What follows belongs to an exercise in optimizing a design on an open flow for small area, a short achievable clock period and few clock cycles per item; a production flow would make more cautious choices.
The RTL was checked by simulation tests, not by an equivalence proof against the original design.
No activity file was given, so power comes from the tool's default toggle rates.

==> run C: inputs <==
==> flow/design.v (excerpt) <==
module ifmap_converter
(
	input  logic clk,
	input  logic reset,
	input  logic [64-1:0] in_data,
	input  logic in_empty_n,
	output logic in_read,
	input  logic out_full_n,
	output logic [64-1:0] out_data,
	output logic out_last,
	output logic out_write
);
clock: 5.0 ns
lec_check: 0
cap_margin: 20
core_margin: 2
core_utilization: 45
cts_cluster_diameter: 100
cts_cluster_size: 20
setup_slack_margin: 2.5
slew_margin: 20
run.sh (not shown) runs the stock make flow with config.mk's settings and CLKGATE_MAP_FILE= SYNTH_SCRIPT=/design/flow/synth_recipe.tcl, a recipe that flattens the netlist after the stock synthesis.
==> inputs of run D, as changes to run C <==
--- a/flow/design.v
+++ b/flow/design.v
@@ -32,25 +32,28 @@
 	function automatic logic [8-1:0] dec3(input logic [2:0] x);
 		dec3 = 8'(1) << x;
 	endfunction
 	logic [6-1:0] tk_n;
 	logic [6-1:0] tk_n1;
 	logic [11:0] tk_t;
 	logic tk_wrap;
+	logic in_hold;
 	logic [2:0] tk_k;
-	assign take = in_read & in_empty_n;
+	assign take = ~in_hold & in_empty_n;
 	assign tk_wrap = (tk_n == '1);
 	always_ff @(posedge clk or posedge reset) begin
 		if (reset) begin
 			in_read <= 1'b0;
+			in_hold <= 1'b1;
 			tk_n <= '0;
 			tk_n1 <= 6'(1);
 			tk_t <= 12'd1;
 		end else begin
 			in_read <= wr_room;
+			in_hold <= ~wr_room;
 			if (take) begin
 				if (tk_wrap) begin
 					tk_n <= '0;
 					tk_n1 <= 6'(1);
 					tk_t <= {tk_t[10:0], tk_t[11]};
 				end else begin
 					tk_n <= tk_n1;
@@ -244,18 +247,19 @@
 	logic rd;
 	logic s1_valid;
 	logic s1_last;
 	logic [64-1:0] s1_data;
 	logic [2:0] s1_p;
 	logic [64-1:0] packed_word;
 	logic s2_valid;
+	logic out_idle;
 	logic s2_last;
 	logic [64-1:0] s2_data;
 	assign rd_ok = {1'b0, occ} >= {2'b00, need};
-	assign adv = ~out_write | out_full_n;
+	assign adv = out_idle | out_full_n;
 	assign rd = adv & rd_ok;
 	always_ff @(posedge clk or posedge reset) begin
 		if (reset) begin
 			occ <= '0;
 			pend <= '0;
 		end else begin
 			if (wr_en != rd) begin
@@ -337,17 +341,19 @@
 		if (adv) begin
 			s2_data <= packed_word;
 		end
 	end
 	always_ff @(posedge clk or posedge reset) begin
 		if (reset) begin
 			out_write <= 1'b0;
+			out_idle <= 1'b1;
 			out_last <= 1'b0;
 		end else if (adv) begin
 			out_write <= s2_valid;
+			out_idle <= ~s2_valid;
 			out_last <= s2_last;
 		end
 	end
 	always_ff @(posedge clk or posedge reset) begin
 		if (reset) begin
 			out_data <= '0;
 		end else if (adv) begin
==> inputs of run K, as changes to run C <==
--- a/flow/design.v
+++ b/flow/design.v
@@ -32,25 +32,28 @@
 	function automatic logic [8-1:0] dec3(input logic [2:0] x);
 		dec3 = 8'(1) << x;
 	endfunction
 	logic [6-1:0] tk_n;
 	logic [6-1:0] tk_n1;
 	logic [11:0] tk_t;
 	logic tk_wrap;
+	logic in_hold;
 	logic [2:0] tk_k;
-	assign take = in_read & in_empty_n;
+	assign take = ~in_hold & in_empty_n;
 	assign tk_wrap = (tk_n == '1);
 	always_ff @(posedge clk or posedge reset) begin
 		if (reset) begin
 			in_read <= 1'b0;
+			in_hold <= 1'b1;
 			tk_n <= '0;
 			tk_n1 <= 6'(1);
 			tk_t <= 12'd1;
 		end else begin
 			in_read <= wr_room;
+			in_hold <= ~wr_room;
 			if (take) begin
 				if (tk_wrap) begin
 					tk_n <= '0;
 					tk_n1 <= 6'(1);
 					tk_t <= {tk_t[10:0], tk_t[11]};
 				end else begin
 					tk_n <= tk_n1;
@@ -244,18 +247,19 @@
 	logic rd;
 	logic s1_valid;
 	logic s1_last;
 	logic [64-1:0] s1_data;
 	logic [2:0] s1_p;
 	logic [64-1:0] packed_word;
 	logic s2_valid;
+	logic out_idle;
 	logic s2_last;
 	logic [64-1:0] s2_data;
 	assign rd_ok = {1'b0, occ} >= {2'b00, need};
-	assign adv = ~out_write | out_full_n;
+	assign adv = out_idle | out_full_n;
 	assign rd = adv & rd_ok;
 	always_ff @(posedge clk or posedge reset) begin
 		if (reset) begin
 			occ <= '0;
 			pend <= '0;
 		end else begin
 			if (wr_en != rd) begin
@@ -308,17 +312,23 @@
 			s1_valid <= 1'b0;
 			s1_last <= 1'b0;
 		end else if (adv) begin
 			s1_valid <= rd_ok;
 			s1_last <= rd_ok & rd_wrap;
 		end
 	end
+	always_ff @(posedge clk or posedge reset) begin
+		if (reset) begin
+			s1_data <= '0;
+		end else if (adv) begin
+			s1_data <= rd_data;
+		end
+	end
 	always_ff @(posedge clk) begin
 		if (adv) begin
-			s1_data <= rd_data;
 			s1_p <= rd_n[3:1];
 		end
 	end
 	always_comb begin
 		for (int k = 0; k < 8; k++) begin
 			packed_word[(8-1-k)*8 +: 8] =
 				s1_data[(3'(k) ^ s1_p)*8 +: 8];
@@ -337,17 +347,19 @@
 		if (adv) begin
 			s2_data <= packed_word;
 		end
 	end
 	always_ff @(posedge clk or posedge reset) begin
 		if (reset) begin
 			out_write <= 1'b0;
+			out_idle <= 1'b1;
 			out_last <= 1'b0;
 		end else if (adv) begin
 			out_write <= s2_valid;
+			out_idle <= ~s2_valid;
 			out_last <= s2_last;
 		end
 	end
 	always_ff @(posedge clk or posedge reset) begin
 		if (reset) begin
 			out_data <= '0;
 		end else if (adv) begin
==> flow/config.mk (replaced) <==
export PLATFORM = sky130hd
export DESIGN_NAME = ifmap_converter
export DESIGN_NICKNAME = ifmap_converter
export VERILOG_FILES = /design/flow/design.v
export SDC_FILE = /design/flow/constraint.sdc
export NUM_CORES = 4
export LEC_CHECK = 0
export CAP_MARGIN = 20
export CORE_MARGIN = 2
export CORE_UTILIZATION = 50
export CTS_CLUSTER_DIAMETER = 100
export CTS_CLUSTER_SIZE = 20
export SETUP_SLACK_MARGIN = 2.5
export SLEW_MARGIN = 20
==> comparison <==
- Run K completed without violations. Run C went through all stages and came out clean. Run D went through all stages and came out clean.
- Worst hold slack: run D > run K > run C.
- In run K the sequential power is larger than in run C, by about 3%.
- Clock-buffer cell count: run D is lower than run C (8).
- First-iteration DRC count: run K < run C < run D.
Testbench counts of run C, summed over its fixed seeds: cycles 8,712, tiles 128.
Testbench counts of run D, summed over its fixed seeds: cycles 8,712, tiles 128.
Testbench counts of run K, summed over its fixed seeds: cycles 8,712, tiles 128.

[port drivers added, routing unchanged]
No port has a modelled driver above. Below, the same layouts with a new extraction and two added sets of constraints. Step 1 (the two cells are an assumption about what drives the block):
set clk [get_ports {clk}]
set_driving_cell -lib_cell sky130_fd_sc_hd__clkbuf_16 $clk
set_driving_cell -lib_cell sky130_fd_sc_hd__buf_2 [delete_from_list [all_inputs] $clk]
Step 2, shift: input delay + t, output delay - t, t = (earliest + latest rising clock arrival at the registers) / 2. This alone moves slack from input paths to output paths. Slacks: ideal / step 1 / step 2; pairs: ideal / step 1.
| run | shift t [ns] | slack for setup (ns) | worst hold slack (ns) |
|---|---|---|---|
| run C | 1.046 | 2.291 / 2.250 / 1.634 | 0.449 / 0.449 / 0.449 |
| run D | 1.056 | 2.087 / 2.087 / 1.466 | 0.473 / 0.473 / 0.473 |
| run K | 1.046 | 2.366 / 2.258 / 1.599 | 0.473 / 0.473 / 0.473 |
After both steps setup and hold are still met in every run listed. The setup slack of run K, which loses most, moves by -0.108 ns with the drivers and by -0.767 ns with both steps.
